Background: an optimization exercise with open tools, aiming at small area, a short achievable clock period and few clock cycles per item. Do not read the settings as production practice.
RTL that was checked went through simulation tests only; none was proved equivalent to the original.
Power figures rest on the tool's default switching activity, not on a simulated workload.

==> job 5211: inputs <==
==> flow/design.v <==
package atr_pkg;
	localparam int SMP_W  = 18;
	localparam int TIME_W = 32;
	localparam int BPM_W  = 16;
	localparam int MEAN_W = 8;
	localparam int WIN_INIT   = 7000;
	localparam int MS_PER_MIN = 60000;
	localparam int DELTA_MIN = 236;
	localparam int DELTA_MAX = 2999;
endpackage
module atr_ctrl (
	input  logic        clk,
	input  logic        load,
	input  logic [15:0] d_in,
	input  logic        step,
	output logic [3:0]  pairs,
	output logic [15:0] quo
);
	logic [15:0] d_q, rem_q, dq_q;
	logic [17:0] d3_q;
	logic [2:0]  top;
	logic [15:0] rem_i, dq_i;
	always_comb begin
		top = 3'd0;
		for (int i = 0; i < 8; i++) begin
			if (d_in[2*i +: 2] != 2'b00) top = 3'(i);
		end
	end
	always_comb begin
		case (top)
			3'd7: begin rem_i = 16'(60000 >> 2);  dq_i = 16'(60000 << 14); end
			3'd6: begin rem_i = 16'(60000 >> 4);  dq_i = 16'(60000 << 12); end
			3'd5: begin rem_i = 16'(60000 >> 6);  dq_i = 16'(60000 << 10); end
			3'd4: begin rem_i = 16'(60000 >> 8);  dq_i = 16'(60000 << 8);  end
			3'd3: begin rem_i = 16'(60000 >> 10); dq_i = 16'(60000 << 6);  end
			3'd2: begin rem_i = 16'(60000 >> 12); dq_i = 16'(60000 << 4);  end
			3'd1: begin rem_i = 16'(60000 >> 14); dq_i = 16'(60000 << 2);  end
			default: begin rem_i = 16'd0;         dq_i = 16'(60000);       end
		endcase
	end
	assign pairs = 4'd8 - 4'(top);
	logic [17:0] r4, s1, s2, s3;
	logic        g1, g2, g3;
	logic [1:0]  qd;
	logic [15:0] rn;
	assign r4 = {rem_q, dq_q[15:14]};
	assign s1 = r4 - {2'b0, d_q};
	assign s2 = r4 - {1'b0, d_q, 1'b0};
	assign s3 = r4 - d3_q;
	assign g1 = r4 >= {2'b0, d_q};
	assign g2 = r4 >= {1'b0, d_q, 1'b0};
	assign g3 = r4 >= d3_q;
	always_comb begin
		if (g3)      begin qd = 2'd3; rn = s3[15:0]; end
		else if (g2) begin qd = 2'd2; rn = s2[15:0]; end
		else if (g1) begin qd = 2'd1; rn = s1[15:0]; end
		else         begin qd = 2'd0; rn = r4[15:0]; end
	end
	always_ff @(posedge clk) begin
		if (load) begin
			d_q   <= d_in;
			d3_q  <= {2'b0, d_in} + {1'b0, d_in, 1'b0};
			rem_q <= rem_i;
			dq_q  <= dq_i;
		end else if (step) begin
			rem_q <= rn;
			dq_q  <= {dq_q[13:0], qd};
		end
	end
	assign quo = dq_q;
endmodule
module atr_dp (
	input  logic [24:0] s,
	output logic [15:0] sh,
	output logic [19:0] t
);
	assign sh = s[24:9];
	assign t  = {sh, 3'b0} + {1'b0, sh, 2'b0} + 20'(s[8:0]);
endmodule
module atr_dp2 (
	input  logic [15:0] sh,
	input  logic [19:0] t,
	output logic [15:0] a,
	output logic [13:0] u
);
	assign a = sh + 16'(t[19:9]);
	assign u = {t[19:9], 3'b0} + {1'b0, t[19:9], 2'b0} + 14'(t[8:0]);
endmodule
module atr_dp3 (
	input  logic [15:0] a,
	input  logic [13:0] u,
	output logic [15:0] b,
	output logic [9:0]  v
);
	assign b = a + 16'(u[13:9]);
	assign v = {u[13:9], 3'b0} + {1'b0, u[13:9], 2'b0} + 10'(u[8:0]);
endmodule
module atr_dp4 (
	input  logic [15:0] b,
	input  logic [9:0]  v,
	output logic [17:0] thr
);
	logic [1:0] g;
	always_comb begin
		if      (v >= 10'd800) g = 2'd2;
		else if (v >= 10'd700) g = 2'd1;
		else if (v >= 10'd500) g = 2'd0;
		else if (v >= 10'd400) g = 2'd3;
		else if (v >= 10'd300) g = 2'd2;
		else if (v >= 10'd200) g = 2'd1;
		else                   g = 2'd0;
	end
	assign thr = {b + 16'(v >= 10'd500), g};
endmodule
import atr_pkg::*;
module adaptive_threshold_heart_rate #(
	parameter int WINDOW_DEPTH = 100,
	parameter int RATE_DEPTH   = 4
) (
	input  logic                         clk,
	input  logic                         arst_n,
	input  logic                         in_valid,
	output logic                         in_ready,
	input  logic [atr_pkg::SMP_W-1:0]    ir_sample,
	input  logic [atr_pkg::TIME_W-1:0]   time_ms,
	input  logic                         beat_detected,
	output logic                         out_valid,
	input  logic                         out_ready,
	output logic [atr_pkg::SMP_W-1:0]    threshold,
	output logic                         above_threshold,
	output logic [atr_pkg::BPM_W-1:0]    instant_bpm,
	output logic [atr_pkg::MEAN_W-1:0]   average_bpm,
	output logic [1:0]                   notify
);
	localparam int WD = WINDOW_DEPTH;
	logic fadv_q, wen_q, badv_q;
	logic [17:0] s0;
	logic [18:0] d0;
	logic [19:0] m3s0;
	logic [31:0] t0;
	logic        b0, v0;
	logic [WD*18-1:0] win_q;
	logic [6:0]       fill_q;
	logic             full_q;
	logic [24:0]      sum_q;
	logic [31:0] t1;
	logic        b1, v1, a1;
	logic        above0;
	logic        v2, a2, bt2, n2;
	logic [15:0] sh2;
	logic [19:0] tt2;
	logic        v3, a3, bt3, n3;
	logic [15:0] aa3;
	logic [13:0] uu3;
	logic        v4, a4, bt4, n4;
	logic [15:0] bb4;
	logic [9:0]  vv4;
	logic        v5, a5, bt5, n5;
	logic [17:0] thr5;
	logic        v6, a6, bt6, n6;
	logic [17:0] thr6;
	logic [15:0] sh_w, aa_w, bb_w;
	logic [19:0] tt_w;
	logic [13:0] uu_w;
	logic [9:0]  vv_w;
	logic [17:0] thr_w;
	logic        kv, ka, kbt, kn;
	logic [17:0] kthr;
	logic        ov, o_above;
	logic [17:0] o_thr;
	logic [15:0] o_inst;
	logic [7:0]  o_mean;
	logic [1:0]  o_note;
	logic [31:0] last_q;
	logic        armed_q;
	logic [7:0]  ring0, ring1, ring2, ring3;
	logic [9:0]  tot_q;
	logic        busy_q, ini_q;
	logic [15:0] dd_q;
	logic        ddz_q, ddbig_q;
	logic        dz_q, big_q, rok_q;
	logic [3:0]  cnt_q;
	logic [31:0] delta_w;
	logic [3:0]  pairs_w;
	logic [15:0] quo_w;
	logic        spec_start, abort_w, commit_w;
	logic        full_next;
	logic [17:0] old_next;
	assign full_next  = full_q || (wen_q && fill_q == 7'(WD - 1));
	assign old_next   = !full_next ? 18'(WIN_INIT) :
		wen_q ? win_q[(WD-1)*18-1 -: 18] : win_q[WD*18-1 -: 18];
	assign delta_w    = t0 - last_q;
	logic dlo_borrow, ddbig_w;
	assign dlo_borrow = t0[15:0] < last_q[15:0];
	assign ddbig_w    = dlo_borrow ? (t0[31:16] - 16'd1 != last_q[31:16]) : (t0[31:16] != last_q[31:16]);
	assign spec_start = wen_q & b0;
	logic [1:0]  g0;
	logic [26:0] above_sum;
	assign g0        = 2'(-s0[1:0]);
	assign above_sum = {2'b0, sum_q} + {{8{d0[18]}}, d0} + 27'(m3s0)
		- {2'b0, s0, 7'(7'd25 * 7'(g0))};
	assign above0    = above_sum[26];
	assign commit_w = badv_q && v1 && b1 && a1;
	assign abort_w  = badv_q && v1 && b1 && !a1;
	atr_ctrl u_div (
		.clk   (clk),
		.load  (ini_q),
		.d_in  (dd_q),
		.step  (busy_q && !ini_q && cnt_q != 4'd0),
		.pairs (pairs_w),
		.quo   (quo_w)
	);
	atr_dp  u_p1 (.s (sum_q), .sh (sh_w), .t (tt_w));
	atr_dp2 u_p2 (.sh (sh2), .t (tt2), .a (aa_w), .u (uu_w));
	atr_dp3 u_p3 (.a (aa3), .u (uu3), .b (bb_w), .v (vv_w));
	atr_dp4 u_p4 (.b (bb4), .v (vv4), .thr (thr_w));
	logic        h_valid, h_a, h_bt, h_n, h_ready, o_free, load_o;
	logic [17:0] h_thr;
	always_comb begin
		if (kv) begin
			h_valid = 1'b1; h_a = ka; h_bt = kbt; h_n = kn; h_thr = kthr;
		end else begin
			h_valid = badv_q & v6; h_a = a6; h_bt = bt6; h_n = n6; h_thr = thr6;
		end
	end
	assign h_ready = !h_bt || (!ini_q && cnt_q == 4'd0);
	assign o_free  = !ov || out_ready;
	assign load_o  = o_free && h_valid && h_ready;
	logic kv_next, busy_next, consume_w, r0_v_next, r0_beat_next, badv_d, fadv_d;
	assign kv_next      = kv ? !load_o : (badv_q && v6 && !load_o);
	assign consume_w    = load_o && h_bt;
	assign busy_next    = spec_start || (busy_q && !abort_w && !consume_w);
	assign r0_v_next    = fadv_q ? in_valid : v0;
	assign r0_beat_next = fadv_q ? (in_valid && beat_detected) : (v0 && b0);
	assign badv_d       = !kv_next;
	assign fadv_d       = badv_d && !(r0_beat_next && busy_next);
	always_ff @(posedge clk or negedge arst_n) begin
		if (!arst_n) begin
			fadv_q <= 1'b1;
			wen_q  <= 1'b0;
			badv_q <= 1'b1;
		end else begin
			fadv_q <= fadv_d;
			wen_q  <= fadv_d && r0_v_next;
			badv_q <= badv_d;
		end
	end
	always_ff @(posedge clk) begin
		if (fadv_q && in_valid) begin
			s0 <= ir_sample;
			d0 <= {1'b0, ir_sample} - {1'b0, old_next};
			m3s0 <= {1'b0, ir_sample, 1'b0} + {2'b0, ir_sample};
			t0 <= time_ms;
			b0 <= beat_detected;
		end
	end
	always_ff @(posedge clk or negedge arst_n) begin
		if (!arst_n) v0 <= 1'b0;
		else if (fadv_q) v0 <= in_valid;
	end
	always_ff @(posedge clk) begin
		if (wen_q) win_q <= {win_q[(WD-1)*18-1:0], s0};
	end
	always_ff @(posedge clk or negedge arst_n) begin
		if (!arst_n) begin
			fill_q <= '0;
			full_q <= 1'b0;
			sum_q  <= 25'(WIN_INIT * WD);
		end else if (wen_q) begin
			sum_q <= sum_q + {{6{d0[18]}}, d0};
			if (!full_q) fill_q <= fill_q + 7'd1;
			if (fill_q == 7'(WD - 1)) full_q <= 1'b1;
		end
	end
	always_ff @(posedge clk) begin
		if (badv_q) begin
			a1 <= above0;
			t1 <= t0;
			b1 <= b0;
		end
	end
	always_ff @(posedge clk or negedge arst_n) begin
		if (!arst_n) begin
			armed_q <= 1'b1;
			last_q  <= '0;
		end else begin
			if (badv_q && v1 && !a1) armed_q <= 1'b0;
			if (commit_w) last_q <= t1;
		end
	end
	always_ff @(posedge clk) begin
		if (badv_q) begin
			a2 <= a1; bt2 <= b1 & a1; n2 <= !a1 & armed_q; sh2 <= sh_w; tt2 <= tt_w;
			a3 <= a2; bt3 <= bt2; n3 <= n2; aa3 <= aa_w; uu3 <= uu_w;
			a4 <= a3; bt4 <= bt3; n4 <= n3; bb4 <= bb_w; vv4 <= vv_w;
			a5 <= a4; bt5 <= bt4; n5 <= n4; thr5 <= thr_w;
			a6 <= a5; bt6 <= bt5; n6 <= n5; thr6 <= thr5;
		end
	end
	always_ff @(posedge clk or negedge arst_n) begin
		if (!arst_n) begin
			v1 <= 1'b0; v2 <= 1'b0; v3 <= 1'b0; v4 <= 1'b0; v5 <= 1'b0; v6 <= 1'b0;
		end else if (badv_q) begin
			v1 <= wen_q; v2 <= v1; v3 <= v2; v4 <= v3; v5 <= v4; v6 <= v5;
		end
	end
	always_ff @(posedge clk or negedge arst_n) begin
		if (!arst_n) begin
			busy_q <= 1'b0;
			ini_q  <= 1'b0;
			cnt_q  <= '0;
		end else begin
			busy_q <= busy_next;
			ini_q  <= spec_start;
			if (ini_q) cnt_q <= (ddz_q || ddbig_q) ? 4'd0 : pairs_w;
			else if (busy_q && cnt_q != 4'd0) cnt_q <= cnt_q - 4'd1;
		end
	end
	always_ff @(posedge clk) begin
		if (spec_start) begin
			dd_q    <= delta_w[15:0];
			ddz_q   <= t0 == last_q;
			ddbig_q <= ddbig_w;
		end
		if (ini_q) begin
			dz_q  <= ddz_q;
			big_q <= ddbig_q;
			rok_q <= !ddbig_q && dd_q >= 16'(DELTA_MIN) && dd_q <= 16'(DELTA_MAX);
		end
	end
	always_ff @(posedge clk or negedge arst_n) begin
		if (!arst_n) kv <= 1'b0;
		else kv <= kv_next;
	end
	always_ff @(posedge clk) begin
		if (!kv) begin
			ka <= a6; kbt <= bt6; kn <= n6; kthr <= thr6;
		end
	end
	logic [7:0] q8;
	logic [9:0] tot_new;
	assign q8      = quo_w[7:0];
	assign tot_new = tot_q - 10'(ring3) + 10'(q8);
	always_ff @(posedge clk or negedge arst_n) begin
		if (!arst_n) begin
			ov     <= 1'b0;
			o_inst <= '0;
			o_mean <= '0;
			ring0  <= '0; ring1 <= '0; ring2 <= '0; ring3 <= '0;
			tot_q  <= '0;
		end else begin
			ov <= load_o || (ov && !out_ready);
			if (load_o) begin
				if (!h_a) begin
					o_inst <= '0;
					o_mean <= '0;
				end else if (h_bt) begin
					o_inst <= dz_q ? 16'hffff : big_q ? 16'd0 : quo_w;
					if (rok_q) begin
						ring0 <= q8; ring1 <= ring0; ring2 <= ring1; ring3 <= ring2;
						tot_q  <= tot_new;
						o_mean <= tot_new[9:2];
					end
				end
			end
		end
	end
	always_ff @(posedge clk) begin
		if (load_o) begin
			o_thr   <= h_thr;
			o_above <= h_a;
			o_note  <= !h_a ? (h_n ? 2'd2 : 2'd0) : (h_bt && rok_q) ? 2'd1 : 2'd0;
		end
	end
	assign in_ready        = fadv_q;
	assign out_valid       = ov;
	assign threshold       = o_thr;
	assign above_threshold = o_above;
	assign instant_bpm     = o_inst;
	assign average_bpm     = o_mean;
	assign notify          = o_note;
endmodule
==> flow/flow/run.sh <==
#!/bin/bash
# Standard ORFS layout, with the timing repair steps aiming at a 3.7 ns period instead of the
# 10 ns clock (setup margin 6.3 ns). The clock, constraints and every other step are the standard ones.
set -euo pipefail
bash standard.sh SETUP_SLACK_MARGIN=6.3 finish > make_finish.log 2>&1
==> flow/standard.sh <==
#!/bin/bash
# synth_recipe.tcl (not shown) runs the flow's synth.tcl, then flattens the netlist and writes it again
# the make line also repeats each setting of config.mk as NAME=value (left out here)
make -C /OpenROAD-flow-scripts/flow DESIGN_CONFIG=/design/flow/config.mk WORK_HOME=/design/flow/orfs CLKGATE_MAP_FILE= SYNTH_SCRIPT=/design/flow/synth_recipe.tcl "${@:-finish}"
==> flow/config.mk <==
export PLATFORM = sky130hd
export DESIGN_NAME = adaptive_threshold_heart_rate
export DESIGN_NICKNAME = adaptive_threshold_heart_rate
export VERILOG_FILES = /design/flow/design.v
export SDC_FILE = /design/flow/constraint.sdc
export NUM_CORES = 4
export LEC_CHECK = 0
export CAP_MARGIN = 20
export CORE_MARGIN = 2
export CORE_UTILIZATION = 40
export CTS_BUF_LIST = sky130_fd_sc_hd__clkbuf_8
export CTS_CLUSTER_SIZE = 20
export SLEW_MARGIN = 20
==> flow/constraint.sdc <==
create_clock -name core_clock -period 10.0 [get_ports {clk}]
set_input_delay 2.0000 -clock core_clock [delete_from_list [all_inputs] [get_ports {clk}]]
set_output_delay 2.0000 -clock core_clock [all_outputs]
set_load 0.01 [all_outputs]
==> inputs of job 9520, as changes to job 5211 <==
--- a/flow/design.v
+++ b/flow/design.v
@@ -137,4 +137,2 @@
 	logic [17:0] s0;
-	logic [18:0] d0;
-	logic [19:0] m3s0;
 	logic [31:0] t0;
@@ -145,5 +143,7 @@
 	logic [24:0]      sum_q;
+	logic [17:0]      old_w;
+	logic [24:0] u1;
 	logic [31:0] t1;
-	logic        b1, v1, a1;
-	logic        above0;
+	logic        b1, v1;
+	logic        above1;
 	logic        v2, a2, bt2, n2;
@@ -186,20 +186,12 @@
 	logic        spec_start, abort_w, commit_w;
-	logic        full_next;
-	logic [17:0] old_next;
-	assign full_next  = full_q || (wen_q && fill_q == 7'(WD - 1));
-	assign old_next   = !full_next ? 18'(WIN_INIT) :
-		wen_q ? win_q[(WD-1)*18-1 -: 18] : win_q[WD*18-1 -: 18];
+	assign old_w      = full_q ? win_q[WD*18-1 -: 18] : 18'(WIN_INIT);
 	assign delta_w    = t0 - last_q;
-	logic dlo_borrow, ddbig_w;
-	assign dlo_borrow = t0[15:0] < last_q[15:0];
-	assign ddbig_w    = dlo_borrow ? (t0[31:16] - 16'd1 != last_q[31:16]) : (t0[31:16] != last_q[31:16]);
 	assign spec_start = wen_q & b0;
 	logic [1:0]  g0;
-	logic [26:0] above_sum;
-	assign g0        = 2'(-s0[1:0]);
-	assign above_sum = {2'b0, sum_q} + {{8{d0[18]}}, d0} + 27'(m3s0)
-		- {2'b0, s0, 7'(7'd25 * 7'(g0))};
-	assign above0    = above_sum[26];
-	assign commit_w = badv_q && v1 && b1 && a1;
-	assign abort_w  = badv_q && v1 && b1 && !a1;
+	logic [24:0] u_w;
+	assign g0  = 2'(-s0[1:0]);
+	assign u_w = {s0, 7'b0} - {5'b0, s0, 2'b0} + 25'(s0) + 25'(5'd25 * g0);
+	assign above1   = sum_q < u1;
+	assign commit_w = badv_q && v1 && b1 && above1;
+	assign abort_w  = badv_q && v1 && b1 && !above1;
 	atr_ctrl u_div (
@@ -248,6 +240,4 @@
 	always_ff @(posedge clk) begin
-		if (fadv_q && in_valid) begin
+		if (fadv_q) begin
 			s0 <= ir_sample;
-			d0 <= {1'b0, ir_sample} - {1'b0, old_next};
-			m3s0 <= {1'b0, ir_sample, 1'b0} + {2'b0, ir_sample};
 			t0 <= time_ms;
@@ -269,3 +259,3 @@
 		end else if (wen_q) begin
-			sum_q <= sum_q + {{6{d0[18]}}, d0};
+			sum_q <= sum_q + 25'(s0) - 25'(old_w);
 			if (!full_q) fill_q <= fill_q + 7'd1;
@@ -276,3 +266,3 @@
 		if (badv_q) begin
-			a1 <= above0;
+			u1 <= u_w;
 			t1 <= t0;
@@ -286,3 +276,3 @@
 		end else begin
-			if (badv_q && v1 && !a1) armed_q <= 1'b0;
+			if (badv_q && v1 && !above1) armed_q <= 1'b0;
 			if (commit_w) last_q <= t1;
@@ -292,3 +282,3 @@
 		if (badv_q) begin
-			a2 <= a1; bt2 <= b1 & a1; n2 <= !a1 & armed_q; sh2 <= sh_w; tt2 <= tt_w;
+			a2 <= above1; bt2 <= b1 & above1; n2 <= !above1 & armed_q; sh2 <= sh_w; tt2 <= tt_w;
 			a3 <= a2; bt3 <= bt2; n3 <= n2; aa3 <= aa_w; uu3 <= uu_w;
@@ -322,3 +312,3 @@
 			ddz_q   <= t0 == last_q;
-			ddbig_q <= ddbig_w;
+			ddbig_q <= delta_w[31:16] != '0;
 		end
==> flow/run.sh (new file) <==
#!/bin/bash
# synth_recipe.tcl (not shown) runs the flow's synth.tcl, then flattens the netlist and writes it again
# the make line also repeats each setting of config.mk as NAME=value (left out here)
make -C /OpenROAD-flow-scripts/flow DESIGN_CONFIG=/design/flow/config.mk WORK_HOME=/design/flow/orfs CLKGATE_MAP_FILE= SYNTH_SCRIPT=/design/flow/synth_recipe.tcl finish
--- a/flow/config.mk
+++ b/flow/config.mk
@@ -10,4 +10,3 @@
 export CORE_UTILIZATION = 40
-export CTS_BUF_LIST = sky130_fd_sc_hd__clkbuf_8
-export CTS_CLUSTER_SIZE = 20
+export SETUP_SLACK_MARGIN = 5
 export SLEW_MARGIN = 20
removed: flow/flow/run.sh
removed: flow/standard.sh
==> inputs of job 9674, as changes to job 5211 <==
--- a/flow/design.v
+++ b/flow/design.v
@@ -137,4 +137,2 @@
 	logic [17:0] s0;
-	logic [18:0] d0;
-	logic [19:0] m3s0;
 	logic [31:0] t0;
@@ -145,5 +143,7 @@
 	logic [24:0]      sum_q;
+	logic [17:0]      old_w;
+	logic [24:0] u1;
 	logic [31:0] t1;
-	logic        b1, v1, a1;
-	logic        above0;
+	logic        b1, v1;
+	logic        above1;
 	logic        v2, a2, bt2, n2;
@@ -186,20 +186,12 @@
 	logic        spec_start, abort_w, commit_w;
-	logic        full_next;
-	logic [17:0] old_next;
-	assign full_next  = full_q || (wen_q && fill_q == 7'(WD - 1));
-	assign old_next   = !full_next ? 18'(WIN_INIT) :
-		wen_q ? win_q[(WD-1)*18-1 -: 18] : win_q[WD*18-1 -: 18];
+	assign old_w      = full_q ? win_q[WD*18-1 -: 18] : 18'(WIN_INIT);
 	assign delta_w    = t0 - last_q;
-	logic dlo_borrow, ddbig_w;
-	assign dlo_borrow = t0[15:0] < last_q[15:0];
-	assign ddbig_w    = dlo_borrow ? (t0[31:16] - 16'd1 != last_q[31:16]) : (t0[31:16] != last_q[31:16]);
 	assign spec_start = wen_q & b0;
 	logic [1:0]  g0;
-	logic [26:0] above_sum;
-	assign g0        = 2'(-s0[1:0]);
-	assign above_sum = {2'b0, sum_q} + {{8{d0[18]}}, d0} + 27'(m3s0)
-		- {2'b0, s0, 7'(7'd25 * 7'(g0))};
-	assign above0    = above_sum[26];
-	assign commit_w = badv_q && v1 && b1 && a1;
-	assign abort_w  = badv_q && v1 && b1 && !a1;
+	logic [24:0] u_w;
+	assign g0  = 2'(-s0[1:0]);
+	assign u_w = {s0, 7'b0} - {5'b0, s0, 2'b0} + 25'(s0) + 25'(5'd25 * g0);
+	assign above1   = sum_q < u1;
+	assign commit_w = badv_q && v1 && b1 && above1;
+	assign abort_w  = badv_q && v1 && b1 && !above1;
 	atr_ctrl u_div (
@@ -248,6 +240,4 @@
 	always_ff @(posedge clk) begin
-		if (fadv_q && in_valid) begin
+		if (fadv_q) begin
 			s0 <= ir_sample;
-			d0 <= {1'b0, ir_sample} - {1'b0, old_next};
-			m3s0 <= {1'b0, ir_sample, 1'b0} + {2'b0, ir_sample};
 			t0 <= time_ms;
@@ -269,3 +259,3 @@
 		end else if (wen_q) begin
-			sum_q <= sum_q + {{6{d0[18]}}, d0};
+			sum_q <= sum_q + 25'(s0) - 25'(old_w);
 			if (!full_q) fill_q <= fill_q + 7'd1;
@@ -276,3 +266,3 @@
 		if (badv_q) begin
-			a1 <= above0;
+			u1 <= u_w;
 			t1 <= t0;
@@ -286,3 +276,3 @@
 		end else begin
-			if (badv_q && v1 && !a1) armed_q <= 1'b0;
+			if (badv_q && v1 && !above1) armed_q <= 1'b0;
 			if (commit_w) last_q <= t1;
@@ -292,3 +282,3 @@
 		if (badv_q) begin
-			a2 <= a1; bt2 <= b1 & a1; n2 <= !a1 & armed_q; sh2 <= sh_w; tt2 <= tt_w;
+			a2 <= above1; bt2 <= b1 & above1; n2 <= !above1 & armed_q; sh2 <= sh_w; tt2 <= tt_w;
 			a3 <= a2; bt3 <= bt2; n3 <= n2; aa3 <= aa_w; uu3 <= uu_w;
@@ -322,3 +312,3 @@
 			ddz_q   <= t0 == last_q;
-			ddbig_q <= ddbig_w;
+			ddbig_q <= delta_w[31:16] != '0;
 		end
--- a/flow/config.mk
+++ b/flow/config.mk
@@ -10,4 +10,2 @@
 export CORE_UTILIZATION = 40
-export CTS_BUF_LIST = sky130_fd_sc_hd__clkbuf_8
-export CTS_CLUSTER_SIZE = 20
 export SLEW_MARGIN = 20
==> inputs of job 7079, as changes to job 5211 <==
--- a/flow/design.v
+++ b/flow/design.v
@@ -177,3 +177,3 @@
 	logic [9:0]  tot_q;
-	logic        busy_q, ini_q;
+	logic        ddv_q, ddc_q, busy_q, divs_q;
 	logic [15:0] dd_q;
@@ -185,3 +185,3 @@
 	logic [15:0] quo_w;
-	logic        spec_start, abort_w, commit_w;
+	logic        spec_start, abort_w, commit_w, ini_w;
 	logic        full_next;
@@ -206,5 +206,5 @@
 		.clk   (clk),
-		.load  (ini_q),
+		.load  (ini_w),
 		.d_in  (dd_q),
-		.step  (busy_q && !ini_q && cnt_q != 4'd0),
+		.step  (busy_q && cnt_q != 4'd0),
 		.pairs (pairs_w),
@@ -225,9 +225,13 @@
 	end
-	assign h_ready = !h_bt || (!ini_q && cnt_q == 4'd0);
+	assign h_ready = !h_bt || (busy_q && cnt_q == 4'd0);
 	assign o_free  = !ov || out_ready;
 	assign load_o  = o_free && h_valid && h_ready;
-	logic kv_next, busy_next, consume_w, r0_v_next, r0_beat_next, badv_d, fadv_d;
+	logic kv_next, busy_next, ddv_next, r1_beat_next, consume_w, r0_v_next, r0_beat_next;
+	logic badv_d, fadv_d;
 	assign kv_next      = kv ? !load_o : (badv_q && v6 && !load_o);
 	assign consume_w    = load_o && h_bt;
-	assign busy_next    = spec_start || (busy_q && !abort_w && !consume_w);
+	assign ini_w        = ddv_q && (!busy_q || consume_w);
+	assign busy_next    = (ini_w && !abort_w) || (busy_q && !consume_w && !(abort_w && divs_q));
+	assign ddv_next     = spec_start || (ddv_q && !ini_w && !(abort_w && !ddc_q));
+	assign r1_beat_next = wen_q ? b0 : (!badv_q && v1 && b1);
 	assign r0_v_next    = fadv_q ? in_valid : v0;
@@ -235,3 +239,3 @@
 	assign badv_d       = !kv_next;
-	assign fadv_d       = badv_d && !(r0_beat_next && busy_next);
+	assign fadv_d       = badv_d && !(r0_beat_next && (ddv_next || r1_beat_next));
 	always_ff @(posedge clk or negedge arst_n) begin
@@ -309,3 +313,5 @@
 			busy_q <= 1'b0;
-			ini_q  <= 1'b0;
+			divs_q <= 1'b0;
+			ddv_q  <= 1'b0;
+			ddc_q  <= 1'b0;
 			cnt_q  <= '0;
@@ -313,4 +319,8 @@
 			busy_q <= busy_next;
-			ini_q  <= spec_start;
-			if (ini_q) cnt_q <= (ddz_q || ddbig_q) ? 4'd0 : pairs_w;
+			ddv_q  <= ddv_next;
+			if (spec_start) ddc_q <= 1'b0;
+			else if (commit_w) ddc_q <= 1'b1;
+			if (ini_w) divs_q <= !ddc_q && !commit_w;
+			else if (commit_w) divs_q <= 1'b0;
+			if (ini_w) cnt_q <= (ddz_q || ddbig_q) ? 4'd0 : pairs_w;
 			else if (busy_q && cnt_q != 4'd0) cnt_q <= cnt_q - 4'd1;
@@ -324,3 +334,3 @@
 		end
-		if (ini_q) begin
+		if (ini_w) begin
 			dz_q  <= ddz_q;
--- a/flow/config.mk
+++ b/flow/config.mk
@@ -9,5 +9,6 @@
 export CORE_MARGIN = 2
-export CORE_UTILIZATION = 40
-export CTS_BUF_LIST = sky130_fd_sc_hd__clkbuf_8
-export CTS_CLUSTER_SIZE = 20
+export CORE_UTILIZATION = 60
+export CTS_CLUSTER_DIAMETER = 70
+export CTS_CLUSTER_SIZE = 30
+export PLACE_DENSITY = 0.7
 export SLEW_MARGIN = 20
==> summary of the runs <==
Job 7079 produced a clean layout. Job 9674 completed without violations. Job 5211 passed the timing, design-rule and antenna checks. Job 9520 finished clean.
The lowest global-route usage belongs to job 9520, the highest to job 7079.
Cell count: job 7079 < job 9520 < job 9674 < job 5211.
Between job 5211 and job 9520, the lower register-to-register slack is in job 9520 (gap 0.87 ns).
Power: job 7079 < job 5211 < job 9520 < job 9674.
Against job 9520, the die area of job 5211 is larger by about 0.6%.
Against job 7079, the setup slack of job 9520 is worse by 1.0 ns.
Between job 7079 and job 9674, the lower non-clock buffer count is in job 7079 (gap 4).
==> figures <==
item	job 5211	job 9520	job 9674	job 7079
Non-clk buf share	1.68%	1.37%	1.68%	1.85%
Register-to-register path setup slack	6.34 ns	5.47 ns	6.18 ns	6.33 ns
Yosys top cell area share	76.3%	76.2%	76.2%	76.1%
Startpoint class of the critical path	flip-flop	flip-flop	flip-flop	input port
H-tree depth	5	4	4	3
Setup slack after layout	6.28 ns	5.28 ns	6.18 ns	6.32 ns
Non-filler instance count after layout	8180	7932	7975	6842
Aggregate global-route resource usage	13.0%	12.3%	12.5%	18.0%
Pint	21100 uW	23100 uW	23400 uW	19600 uW
Final critical-path share of the clock period	37.2%	47.2%	38.2%	36.8%
Fraction of the yosys area taken by sequential cells	81.2%	81.2%	81.2%	81.0%
Timing startpoint of the critical path	o_thr[15]$_DFFE_PP_	fadv_q$_DFF_PN1_	s0[0]$_DFFE_PP_	ir_sample[5]
Clock tree buffer count of the final layout	392	296	296	127
Number of global-route vias before repair	38900	37200	37500	36300
Status	no timing/DRC/antenna violations	no timing/DRC/antenna violations	no timing/DRC/antenna violations	no timing/DRC/antenna violations
Top fanout value on the critical path	1	55	4	4
Testbench counts of job 9520, summed over its fixed seeds: cycles 5,003, items 4,800.
Testbench counts of job 9674, summed over its fixed seeds: cycles 5,003, items 4,800.
Testbench counts of job 7079, summed over its fixed seeds: cycles 4,953, items 4,800.
Function not checked in job 5211: the RTL went through the layout flow alone.

## what the ideal ports hide
The results above use ideal ports. As a check the final layouts listed here were re-extracted and re-timed, cells and wires unchanged. Step 1 sets driving cells, clkbuf_16 on the clock port and buf_2 on the other inputs (assumed; they add their load-dependent delay and slew). Step 2 also shifts input and output timing later by t, the mid clock arrival at the registers, as if the neighbouring blocks saw the same clock. Slacks: no drivers / after step 1 / after step 2; pairs: no drivers / after step 1.
run | t, ns | setup WS [ns] | worst setup path after step 2
job 5211 | 1.048 | 6.284 / 6.211 / 5.223 | input to register
job 9520 | 0.912 | 5.275 / 5.187 / 5.468 | input to register
job 9674 | 0.914 | 6.184 / 6.184 / 5.721 | input to register
job 7079 | 0.823 | 6.321 / 6.311 / 5.520 | input to register
After both steps setup and hold are still met in every run listed. For job 5211, which loses most, drivers alone change the setup slack by -0.073 ns; drivers and shift together by -1.061 ns.
